Source: an optimization exercise on an open RTL-to-GDS flow (aim: small area, a short achievable clock period and few clock cycles per item). Production flows keep margins and buffers that such runs may drop. Only simulation tests tie the RTL to the original design; equivalence was not proved.

==> inputs of 02-22 <==
==> flow/design.v <==
module decode_alu_core #(
    parameter int K = 8,   
    parameter int DR = 2   
) (
    input  logic        clk,
    input  logic        rst,
    input  logic [6:0]  opcode,
    input  logic [2:0]  funct3,
    input  logic [6:0]  funct7,
    input  logic        NOP,
    output logic [2:0]  ImmType,
    output logic        B_Zero,
    output logic [1:0]  isPC_select,
    output logic        RegWriteHZ,
    output logic        MemWriteHZ,
    output logic        MemReadHZ,
    output logic        ALUSrcHZ,
    output logic        BranchHZ,
    output logic        JumpHZ,
    output logic        JumpRegHZ,
    output logic [1:0]  ResultSrcHZ,
    output logic [2:0]  ImmTypeHZ,
    output logic [4:0]  ALUControlHZ,
    input  logic [31:0] rdA,
    input  logic [31:0] rdB,
    input  logic [4:0]  ALUControl,
    output logic [31:0] ALUresult,
    output logic        Carry,
    output logic        Zero,
    output logic        mul_done,
    output logic        div_done
);
    localparam logic [4:0] A_ADD = 5'd0, A_SUB = 5'd1, A_AND = 5'd2, A_OR = 5'd3, A_XOR = 5'd4;
    localparam logic [4:0] A_SLL = 5'd5, A_SRL = 5'd6, A_SRA = 5'd7, A_SLT = 5'd8, A_SLTU = 5'd9;
    localparam int NCH = 32 / K;
    logic       rw, mw, mr, as, br, jp, jr, bz, kill;
    logic [1:0] rs_sel, pcs;
    logic [2:0] it;
    logic [4:0] ac, fop;
    always_comb begin
        rw = 1'b0; mw = 1'b0; mr = 1'b0; as = 1'b0; br = 1'b0; jp = 1'b0; jr = 1'b0; bz = 1'b0;
        rs_sel = 2'b00; pcs = 2'b00; it = 3'b000; ac = A_ADD; fop = A_ADD;
        case (funct3)
            3'd1: fop = A_SLL;
            3'd2: fop = A_SLT;
            3'd3: fop = A_SLTU;
            3'd4: fop = A_XOR;
            3'd5: fop = A_SRL;
            3'd6: fop = A_OR;
            3'd7: fop = A_AND;
            default: fop = A_ADD;
        endcase
        case (opcode)
            7'b0110011: begin
                rw = 1'b1;
                ac = (funct7 == 7'b0000001) ? {2'b10, funct3} :
                     (funct7[5] && funct3 == 3'd0) ? A_SUB :
                     (funct7[5] && funct3 == 3'd5) ? A_SRA : fop;
            end
            7'b0010011: begin
                rw = 1'b1; as = 1'b1;
                ac = (funct7[5] && funct3 == 3'd5) ? A_SRA : fop;
            end
            7'b0000011: begin rw = 1'b1; as = 1'b1; mr = 1'b1; rs_sel = 2'b01; end
            7'b0100011: begin as = 1'b1; mw = 1'b1; it = 3'b001; end
            7'b1100011: begin
                br = 1'b1; it = 3'b010;
                case (funct3)
                    3'b100: begin ac = A_SLT;  bz = 1'b1; end
                    3'b101: begin ac = A_SLT;  bz = 1'b0; end
                    3'b110: begin ac = A_SLTU; bz = 1'b1; end
                    3'b111: begin ac = A_SLTU; bz = 1'b0; end
                    default: begin ac = A_SUB; bz = funct3[0]; end
                endcase
            end
            7'b1101111: begin rw = 1'b1; jp = 1'b1; it = 3'b100; rs_sel = 2'b10; end
            7'b1100111: begin rw = 1'b1; jr = 1'b1; as = 1'b1; rs_sel = 2'b10; end
            7'b0110111: begin rw = 1'b1; as = 1'b1; it = 3'b011; pcs = 2'b10; end
            7'b0010111: begin rw = 1'b1; as = 1'b1; it = 3'b011; pcs = 2'b01; end
            default: ;
        endcase
    end
    assign kill = rst | NOP;
    assign {ImmType, B_Zero, isPC_select} = rst ? 6'd0 : {it, bz, pcs};
    assign {RegWriteHZ, MemWriteHZ, MemReadHZ, ALUSrcHZ, BranchHZ, JumpHZ,
            JumpRegHZ, ResultSrcHZ, ImmTypeHZ, ALUControlHZ} =
           kill ? 17'd0 : {rw, mw, mr, as, br, jp, jr, rs_sel, it, ac};
    logic [31:0] a, b;
    assign a = rdA;
    assign b = rdB;
    logic        cout, geu, ltu, lts;
    logic [31:0] sum, dif;
    assign {cout, sum} = {1'b0, a} + {1'b0, b};
    assign {geu, dif}  = {1'b0, a} + {1'b0, ~b} + 33'd1;      
    assign ltu = !geu;
    assign lts = (a[31] ^ b[31]) ? a[31] : dif[31];
    logic z_add, z_sub;
    assign z_add = ~|(a ^ b ^ {a[30:0] | b[30:0], 1'b0});
    assign z_sub = a == b;
    logic [31:0] sh_in, sh_out, sh_rev, shl;
    logic        left, fill;
    assign left = !ALUControl[1];                          
    assign fill = ALUControl[1] & ALUControl[0] & a[31];
    always_comb for (int i = 0; i < 32; i++) sh_rev[i] = a[31 - i];
    assign sh_in  = left ? sh_rev : a;
    assign sh_out = $signed({fill, sh_in}) >>> b[4:0];
    always_comb for (int i = 0; i < 32; i++) shl[i] = sh_out[31 - i];
    logic [31:0] alu_res;
    logic        alu_c, alu_z;
    always_comb begin
        alu_res = '0;
        alu_c = 1'b0;
        alu_z = 1'b1;
        case (ALUControl)
            A_ADD:  begin alu_res = sum; alu_c = cout; alu_z = z_add; end
            A_SUB:  begin alu_res = dif; alu_c = geu;  alu_z = z_sub; end
            A_AND:  begin alu_res = a & b; alu_z = ~|(a & b); end
            A_OR:   begin alu_res = a | b; alu_z = ~|(a | b); end
            A_XOR:  begin alu_res = a ^ b; alu_z = (a == b); end
            A_SLL:  begin alu_res = shl;    alu_z = ~|sh_out; end
            A_SRL:  begin alu_res = sh_out; alu_z = ~|sh_out; end
            A_SRA:  begin alu_res = sh_out; alu_z = ~|sh_out; end
            A_SLT:  begin alu_res = {31'd0, lts}; alu_z = !lts; end
            A_SLTU: begin alu_res = {31'd0, ltu}; alu_z = !ltu; end
            default: ;
        endcase
    end
    logic        busy, done;
    logic [4:0]  cnt;
    logic [32:0] hi;           
    logic [31:0] lo;           
    logic [32:0] dd;           
    logic        pb;           
    logic        neg_q, neg_r;
    logic m_op, is_div, start;
    assign m_op   = ALUControl[4:3] == 2'b10;
    assign is_div = ALUControl[2];
    assign start  = m_op && !busy && !done;
    localparam int W = 35 + K;
    logic              a_sgn, b_sgn, last, corr, prev;
    logic [32:0]       A;
    logic [K-1:0]      c;
    logic [32:0]       H;
    assign a_sgn = ALUControl[1:0] != 2'b11;                        
    assign b_sgn = ALUControl[1:0] == 2'b01;                        
    assign A     = {a_sgn & a[31], a};
    assign c     = start ? b[K-1:0] : lo[K-1:0];
    assign prev  = start ? 1'b0 : pb;
    assign H     = start ? 33'd0 : hi;
    assign last  = start ? (NCH == 1) : (cnt == 5'(NCH - 1));
    assign corr  = last & b[31] & !b_sgn;                           
    logic [W-1:0] rows [K/2 + 3];
    logic [W-1:0] mt;
    always_comb begin
        logic [W-1:0] cst;
        cst = '0;
        rows[0] = '0;
        rows[0][31:0] = H[31:0];
        rows[0][32] = ~H[32];
        cst = cst - (W'(1) << 32);
        rows[1] = '0;
        rows[1][K +: 32] = corr ? A[31:0] : 32'd0;
        rows[1][K + 32] = ~(corr & A[32]);
        cst = cst - (W'(1) << (K + 32));
        rows[2] = '0;
        for (int i = 0; i < K / 2; i++) begin
            logic b2, b1, b0, one, two, neg;
            logic [33:0] p;
            b2 = c[2*i+1];
            b1 = c[2*i];
            b0 = (i == 0) ? prev : c[2*i-1];
            neg = b2;
            one = b1 ^ b0;
            two = (b2 & !b1 & !b0) | (!b2 & b1 & b0);
            for (int j = 0; j < 34; j++)
                p[j] = ((one & A[j > 32 ? 32 : j]) | (two & (j == 0 ? 1'b0 : A[j - 1 > 32 ? 32 : j - 1]))) ^ neg;
            rows[3 + i] = '0;
            rows[3 + i][2*i +: 33] = p[32:0];
            rows[3 + i][2*i + 33] = ~p[33];
            rows[2][2*i] = neg;
            cst = cst - (W'(1) << (2*i + 33));
        end
        rows[2] = rows[2] | cst;    
    end
    function automatic logic [2*W-1:0] csa(input logic [W-1:0] x, input logic [W-1:0] y, input logic [W-1:0] z);
        logic [W-1:0] s, cy;
        s  = x ^ y ^ z;
        cy = (x & y) | (x & z) | (y & z);
        csa = {cy[W-2:0], 1'b0, s};
    endfunction
    logic [W-1:0] sA, cA, sB, cB, sC, cC, sD, cD, sE, cE;
    assign {cA, sA} = csa(rows[3], rows[4], rows[5]);
    assign {cB, sB} = csa(rows[6], rows[0], rows[1]);
    assign {cC, sC} = csa(sA, cA, sB);
    assign {cD, sD} = csa(sC, cC, cB);
    assign {cE, sE} = csa(sD, cD, rows[2]);
    assign mt = sE + cE;
    logic        d_sgn, a_neg, b_neg, b_zero;
    logic [31:0] am, bm;
    logic [5:0]  lza, lzb, nsh;
    logic [4:0]  npad;
    assign d_sgn  = !ALUControl[0];                                 
    assign a_neg  = d_sgn & a[31];
    assign b_neg  = d_sgn & b[31];
    assign am     = a_neg ? -a : a;
    assign bm     = b_neg ? -b : b;
    assign b_zero = b == 32'd0;
    always_comb begin
        lza = 6'd32;
        for (int i = 0; i < 32; i++) if (am[i]) lza = 6'(31 - i);
        lzb = 6'd32;
        for (int i = 0; i < 32; i++) if (bm[i]) lzb = 6'(31 - i);
    end
    assign nsh  = lzb - lza;                                        
    assign npad = nsh[4:0] | 5'(DR - 1);                            
    logic [31:0] rst_r [DR + 1];
    logic [DR-1:0] qb;
    always_comb begin
        rst_r[0] = hi[31:0];
        for (int s = 0; s < DR; s++) begin
            logic [33:0] df;
            df = {2'b0, rst_r[s]} - {1'b0, dd >> s};
            qb[DR - 1 - s] = !df[33];
            rst_r[s + 1] = df[33] ? rst_r[s] : df[31:0];
        end
    end
    always_ff @(posedge clk) begin
        if (rst) begin
            busy <= 1'b0;
            done <= 1'b0;
        end else if (done) begin
            done <= 1'b0;
        end else if (start && !is_div) begin
            hi   <= mt[32+K:K];
            lo   <= {mt[K-1:0], b[31:K]};
            pb   <= c[K-1];
            cnt  <= 5'd1;
            busy <= NCH > 1;
            done <= NCH == 1;
        end else if (start) begin
            hi    <= {1'b0, am};
            neg_q <= a_neg ^ b_neg;
            neg_r <= a_neg;
            dd    <= {1'b0, bm} << npad;
            cnt   <= npad >> (DR / 2);
            if (b_zero) begin
                lo   <= '1;
                neg_q <= 1'b0;
                done <= 1'b1;
            end else if (nsh[5]) begin
                lo   <= '0;
                done <= 1'b1;
            end else begin
                lo   <= '0;
                busy <= 1'b1;
            end
        end else if (busy && !is_div) begin
            hi  <= mt[32+K:K];
            lo  <= {mt[K-1:0], lo[31:K]};
            pb  <= c[K-1];
            cnt <= cnt + 5'd1;
            if (cnt == 5'(NCH - 1)) begin
                busy <= 1'b0;
                done <= 1'b1;
            end
        end else if (busy) begin
            hi  <= {1'b0, rst_r[DR]};
            lo  <= {lo[31-DR:0], qb};
            dd  <= dd >> DR;
            cnt <= cnt - 5'd1;
            if (cnt == 5'd0) begin
                busy <= 1'b0;
                done <= 1'b1;
            end
        end
    end
    logic        sel_lo, negr;
    logic [31:0] msel, m_res;
    assign sel_lo = is_div ? !ALUControl[1] : ALUControl[1:0] == 2'b00;
    assign msel   = sel_lo ? lo : hi[31:0];
    assign negr   = is_div & (ALUControl[1] ? neg_r : neg_q);
    assign m_res  = negr ? -msel : msel;
    assign ALUresult = rst ? '0 : done ? m_res : ALUControl[4] ? '0 : alu_res;
    assign Carry     = !rst && !done && !ALUControl[4] && alu_c;
    assign Zero      = !rst && (done ? ~|msel : ALUControl[4] ? 1'b1 : alu_z);
    assign mul_done  = !rst && done && !is_div;
    assign div_done  = !rst && done && is_div;
endmodule
==> flow/run.sh <==
#!/bin/bash
# synth_recipe.tcl (not shown) runs the flow's synth.tcl, then flattens the netlist and writes it again
# the make line also repeats each setting of config.mk as NAME=value (left out here)
make -C /OpenROAD-flow-scripts/flow DESIGN_CONFIG=/design/flow/config.mk WORK_HOME=/design/flow/orfs CLKGATE_MAP_FILE= SYNTH_SCRIPT=/design/flow/synth_recipe.tcl finish
==> flow/config.mk <==
export PLATFORM = sky130hd
export DESIGN_NAME = decode_alu_core
export DESIGN_NICKNAME = decode_alu_core
export VERILOG_FILES = /design/flow/design.v
export SDC_FILE = /design/flow/constraint.sdc
export NUM_CORES = 4
export LEC_CHECK = 0
export ABC_CLOCK_PERIOD_IN_PS = 8000
export CAP_MARGIN = 20
export CORE_MARGIN = 2
export CORE_UTILIZATION = 40
export SETUP_SLACK_MARGIN = 4.5
export SLEW_MARGIN = 20
==> flow/constraint.sdc <==
create_clock -name core_clock -period 12.5 [get_ports {clk}]
set_input_delay 2.5000 -clock core_clock [delete_from_list [all_inputs] [get_ports {clk}]]
set_output_delay 2.5000 -clock core_clock [all_outputs]
set_load 0.01 [all_outputs]
==> inputs of 07-27, as changes to 02-22 <==
--- a/flow/design.v
+++ b/flow/design.v
@@ -89,13 +89,15 @@
     assign a = rdA;
     assign b = rdB;
-    logic        cout, geu, ltu, lts;
-    logic [31:0] sum, dif;
-    assign {cout, sum} = {1'b0, a} + {1'b0, b};
-    assign {geu, dif}  = {1'b0, a} + {1'b0, ~b} + 33'd1;      
-    assign ltu = !geu;
-    assign lts = (a[31] ^ b[31]) ? a[31] : dif[31];
-    logic z_add, z_sub;
-    assign z_add = ~|(a ^ b ^ {a[30:0] | b[30:0], 1'b0});
-    assign z_sub = a == b;
+    logic        inv, cout, ltu, lts;
+    logic [31:0] bx, sum;
+    assign inv = ALUControl[3] | ALUControl[0];           
+    assign bx  = b ^ {32{inv}};
+    assign {cout, sum} = {1'b0, a} + {1'b0, bx} + {32'd0, inv};
+    assign ltu = !cout;
+    assign lts = (a[31] ^ b[31]) ? a[31] : sum[31];
+    logic [31:0] zc;
+    logic        z_as;
+    assign zc   = a ^ bx ^ {a[30:0] | bx[30:0], inv};
+    assign z_as = ~|zc;
     logic [31:0] sh_in, sh_out, sh_rev, shl;
     logic        left, fill;
@@ -113,6 +115,6 @@
         alu_z = 1'b1;
         case (ALUControl)
-            A_ADD:  begin alu_res = sum; alu_c = cout; alu_z = z_add; end
-            A_SUB:  begin alu_res = dif; alu_c = geu;  alu_z = z_sub; end
+            A_ADD:  begin alu_res = sum; alu_c = cout; alu_z = z_as; end
+            A_SUB:  begin alu_res = sum; alu_c = cout; alu_z = z_as; end
             A_AND:  begin alu_res = a & b; alu_z = ~|(a & b); end
             A_OR:   begin alu_res = a | b; alu_z = ~|(a | b); end
==> inputs of 10-16, as changes to 02-22 <==
--- a/flow/design.v
+++ b/flow/design.v
@@ -1,5 +1,4 @@
 module decode_alu_core #(
-    parameter int K = 8,   
-    parameter int DR = 2   
+    parameter int K = 8    
 ) (
     input  logic        clk,
@@ -89,13 +88,15 @@
     assign a = rdA;
     assign b = rdB;
-    logic        cout, geu, ltu, lts;
-    logic [31:0] sum, dif;
-    assign {cout, sum} = {1'b0, a} + {1'b0, b};
-    assign {geu, dif}  = {1'b0, a} + {1'b0, ~b} + 33'd1;      
-    assign ltu = !geu;
-    assign lts = (a[31] ^ b[31]) ? a[31] : dif[31];
-    logic z_add, z_sub;
-    assign z_add = ~|(a ^ b ^ {a[30:0] | b[30:0], 1'b0});
-    assign z_sub = a == b;
+    logic        inv, cout, ltu, lts;
+    logic [31:0] bx, sum;
+    assign inv = ALUControl[3] | ALUControl[0];           
+    assign bx  = b ^ {32{inv}};
+    assign {cout, sum} = {1'b0, a} + {1'b0, bx} + {32'd0, inv};
+    assign ltu = !cout;
+    assign lts = (a[31] ^ b[31]) ? a[31] : sum[31];
+    logic [31:0] zc;
+    logic        z_as;
+    assign zc   = a ^ bx ^ {a[30:0] | bx[30:0], inv};
+    assign z_as = ~|zc;
     logic [31:0] sh_in, sh_out, sh_rev, shl;
     logic        left, fill;
@@ -113,6 +114,6 @@
         alu_z = 1'b1;
         case (ALUControl)
-            A_ADD:  begin alu_res = sum; alu_c = cout; alu_z = z_add; end
-            A_SUB:  begin alu_res = dif; alu_c = geu;  alu_z = z_sub; end
+            A_ADD:  begin alu_res = sum; alu_c = cout; alu_z = z_as; end
+            A_SUB:  begin alu_res = sum; alu_c = cout; alu_z = z_as; end
             A_AND:  begin alu_res = a & b; alu_z = ~|(a & b); end
             A_OR:   begin alu_res = a | b; alu_z = ~|(a | b); end
@@ -130,6 +131,5 @@
     logic [32:0] hi;           
     logic [31:0] lo;           
-    logic [32:0] dd;           
-    logic        pb;           
+    logic [31:0] dd;           
     logic        neg_q, neg_r;
     logic m_op, is_div, start;
@@ -137,67 +137,20 @@
     assign is_div = ALUControl[2];
     assign start  = m_op && !busy && !done;
-    localparam int W = 35 + K;
-    logic              a_sgn, b_sgn, last, corr, prev;
-    logic [32:0]       A;
-    logic [K-1:0]      c;
-    logic [32:0]       H;
+    logic              a_sgn, b_sgn;
+    logic signed [32:0] a_ext;
+    logic [K-1:0]      chunk;
+    logic [4:0]        cidx;
+    logic signed [K:0] chunk_s;
+    logic signed [33+K:0] mt;
     assign a_sgn = ALUControl[1:0] != 2'b11;                        
     assign b_sgn = ALUControl[1:0] == 2'b01;                        
-    assign A     = {a_sgn & a[31], a};
-    assign c     = start ? b[K-1:0] : lo[K-1:0];
-    assign prev  = start ? 1'b0 : pb;
-    assign H     = start ? 33'd0 : hi;
-    assign last  = start ? (NCH == 1) : (cnt == 5'(NCH - 1));
-    assign corr  = last & b[31] & !b_sgn;                           
-    logic [W-1:0] rows [K/2 + 3];
-    logic [W-1:0] mt;
-    always_comb begin
-        logic [W-1:0] cst;
-        cst = '0;
-        rows[0] = '0;
-        rows[0][31:0] = H[31:0];
-        rows[0][32] = ~H[32];
-        cst = cst - (W'(1) << 32);
-        rows[1] = '0;
-        rows[1][K +: 32] = corr ? A[31:0] : 32'd0;
-        rows[1][K + 32] = ~(corr & A[32]);
-        cst = cst - (W'(1) << (K + 32));
-        rows[2] = '0;
-        for (int i = 0; i < K / 2; i++) begin
-            logic b2, b1, b0, one, two, neg;
-            logic [33:0] p;
-            b2 = c[2*i+1];
-            b1 = c[2*i];
-            b0 = (i == 0) ? prev : c[2*i-1];
-            neg = b2;
-            one = b1 ^ b0;
-            two = (b2 & !b1 & !b0) | (!b2 & b1 & b0);
-            for (int j = 0; j < 34; j++)
-                p[j] = ((one & A[j > 32 ? 32 : j]) | (two & (j == 0 ? 1'b0 : A[j - 1 > 32 ? 32 : j - 1]))) ^ neg;
-            rows[3 + i] = '0;
-            rows[3 + i][2*i +: 33] = p[32:0];
-            rows[3 + i][2*i + 33] = ~p[33];
-            rows[2][2*i] = neg;
-            cst = cst - (W'(1) << (2*i + 33));
-        end
-        rows[2] = rows[2] | cst;    
-    end
-    function automatic logic [2*W-1:0] csa(input logic [W-1:0] x, input logic [W-1:0] y, input logic [W-1:0] z);
-        logic [W-1:0] s, cy;
-        s  = x ^ y ^ z;
-        cy = (x & y) | (x & z) | (y & z);
-        csa = {cy[W-2:0], 1'b0, s};
-    endfunction
-    logic [W-1:0] sA, cA, sB, cB, sC, cC, sD, cD, sE, cE;
-    assign {cA, sA} = csa(rows[3], rows[4], rows[5]);
-    assign {cB, sB} = csa(rows[6], rows[0], rows[1]);
-    assign {cC, sC} = csa(sA, cA, sB);
-    assign {cD, sD} = csa(sC, cC, cB);
-    assign {cE, sE} = csa(sD, cD, rows[2]);
-    assign mt = sE + cE;
+    assign a_ext = {a_sgn & a[31], a};
+    assign cidx  = busy ? cnt : 5'd0;
+    assign chunk = b[cidx*K +: K];
+    assign chunk_s = {(b_sgn && cidx == NCH - 1) ? chunk[K-1] : 1'b0, chunk};
+    assign mt = $signed(busy ? hi : 33'd0) + a_ext * chunk_s;
     logic        d_sgn, a_neg, b_neg, b_zero;
     logic [31:0] am, bm;
     logic [5:0]  lza, lzb, nsh;
-    logic [4:0]  npad;
     assign d_sgn  = !ALUControl[0];                                 
     assign a_neg  = d_sgn & a[31];
@@ -212,17 +165,9 @@
         for (int i = 0; i < 32; i++) if (bm[i]) lzb = 6'(31 - i);
     end
-    assign nsh  = lzb - lza;                                        
-    assign npad = nsh[4:0] | 5'(DR - 1);                            
-    logic [31:0] rst_r [DR + 1];
-    logic [DR-1:0] qb;
-    always_comb begin
-        rst_r[0] = hi[31:0];
-        for (int s = 0; s < DR; s++) begin
-            logic [33:0] df;
-            df = {2'b0, rst_r[s]} - {1'b0, dd >> s};
-            qb[DR - 1 - s] = !df[33];
-            rst_r[s + 1] = df[33] ? rst_r[s] : df[31:0];
-        end
-    end
+    assign nsh = lzb - lza;                                         
+    logic [32:0] dsub;
+    logic        ge;
+    assign dsub = {1'b0, hi[31:0]} - {1'b0, dd};
+    assign ge   = !dsub[32];
     always_ff @(posedge clk) begin
         if (rst) begin
@@ -232,7 +177,6 @@
             done <= 1'b0;
         end else if (start && !is_div) begin
-            hi   <= mt[32+K:K];
-            lo   <= {mt[K-1:0], b[31:K]};
-            pb   <= c[K-1];
+            hi   <= mt[33+K:K];
+            lo   <= {mt[K-1:0], lo[31:K]};
             cnt  <= 5'd1;
             busy <= NCH > 1;
@@ -242,6 +186,6 @@
             neg_q <= a_neg ^ b_neg;
             neg_r <= a_neg;
-            dd    <= {1'b0, bm} << npad;
-            cnt   <= npad >> (DR / 2);
+            dd    <= bm << nsh[4:0];
+            cnt   <= nsh[4:0];
             if (b_zero) begin
                 lo   <= '1;
@@ -256,7 +200,6 @@
             end
         end else if (busy && !is_div) begin
-            hi  <= mt[32+K:K];
+            hi  <= mt[33+K:K];
             lo  <= {mt[K-1:0], lo[31:K]};
-            pb  <= c[K-1];
             cnt <= cnt + 5'd1;
             if (cnt == 5'(NCH - 1)) begin
@@ -265,7 +208,7 @@
             end
         end else if (busy) begin
-            hi  <= {1'b0, rst_r[DR]};
-            lo  <= {lo[31-DR:0], qb};
-            dd  <= dd >> DR;
+            if (ge) hi <= dsub;
+            lo  <= {lo[30:0], ge};
+            dd  <= dd >> 1;
             cnt <= cnt - 5'd1;
             if (cnt == 5'd0) begin
Settings changed: ABC_CLOCK_PERIOD_IN_PS 8000 to not set, SETUP_SLACK_MARGIN 4.5 to not set.
==> qor summary <==
metric	10-16	02-22	07-27
Status	timing/DRC/antenna clean	timing/DRC/antenna clean	timing/DRC/antenna clean
Post-CTS setup-driven buffer insertion count	0	222	169
CP max stage delay	0.71 ns	0.43 ns	0.46 ns
Netlist cell types	85	95	99
Length of routed met2 wiring	61.73 mm	74.43 mm	69.76 mm
Area Growth Syn to Fin	9.285%	31.92%	30.58%
Synth area leader	sky130_fd_sc_hd__fa_1	sky130_fd_sc_hd__ha_1	sky130_fd_sc_hd__ha_1
Mapped Nets	4548	4928	4711
GR met1 Demand/Resource	0.4808	0.5227	0.5040
Count of fill cells added during filler insertion	7965	7503	7371
Met2 layer usage reported by global route	0.5240	0.6234	0.5884
Skew final	0.01269 ns	0.008907 ns	0.01561 ns
Testbench counts of 02-22, summed over its fixed seeds: cycles 41,189, instrs 24,000.
Testbench counts of 07-27, summed over its fixed seeds: cycles 41,189, instrs 24,000.
Testbench counts of 10-16, summed over its fixed seeds: cycles 44,497, instrs 24,000.

-- what the ideal ports hide --
Ports are ideal in the flow. The routed layouts listed here were re-timed in OpenROAD. Step 1 (the two cells are an assumption about what drives the block):
set clk [get_ports {clk}]
set_driving_cell -lib_cell sky130_fd_sc_hd__clkbuf_16 $clk
set_driving_cell -lib_cell sky130_fd_sc_hd__buf_2 [delete_from_list [all_inputs] $clk]
Step 2 adds t to the input delays and takes it off the output delays; t is the mean of the earliest and latest rising clock arrival at the registers after step 1. Input paths then give back, and output paths get back, about the clock's delay inside the block. a / b / c = ideal / step 1 / step 2; a / b = the first two.
run | shift t [ns] | slack for setup (ns) | worst setup path at the end | cell pins on the clock port's net
02-22 | 0.406 | 3.593 / 3.565 / 3.227 | input to register | 1
07-27 | 0.431 | 3.425 / 3.336 / 2.982 | input to register | 1
10-16 | 0.406 | 1.572 / 1.590 / 1.184 | input to register | 1
After both steps every run listed still meets setup and hold. For 07-27, which loses most, drivers alone change the setup slack by -0.089 ns; drivers and shift together by -0.443 ns.
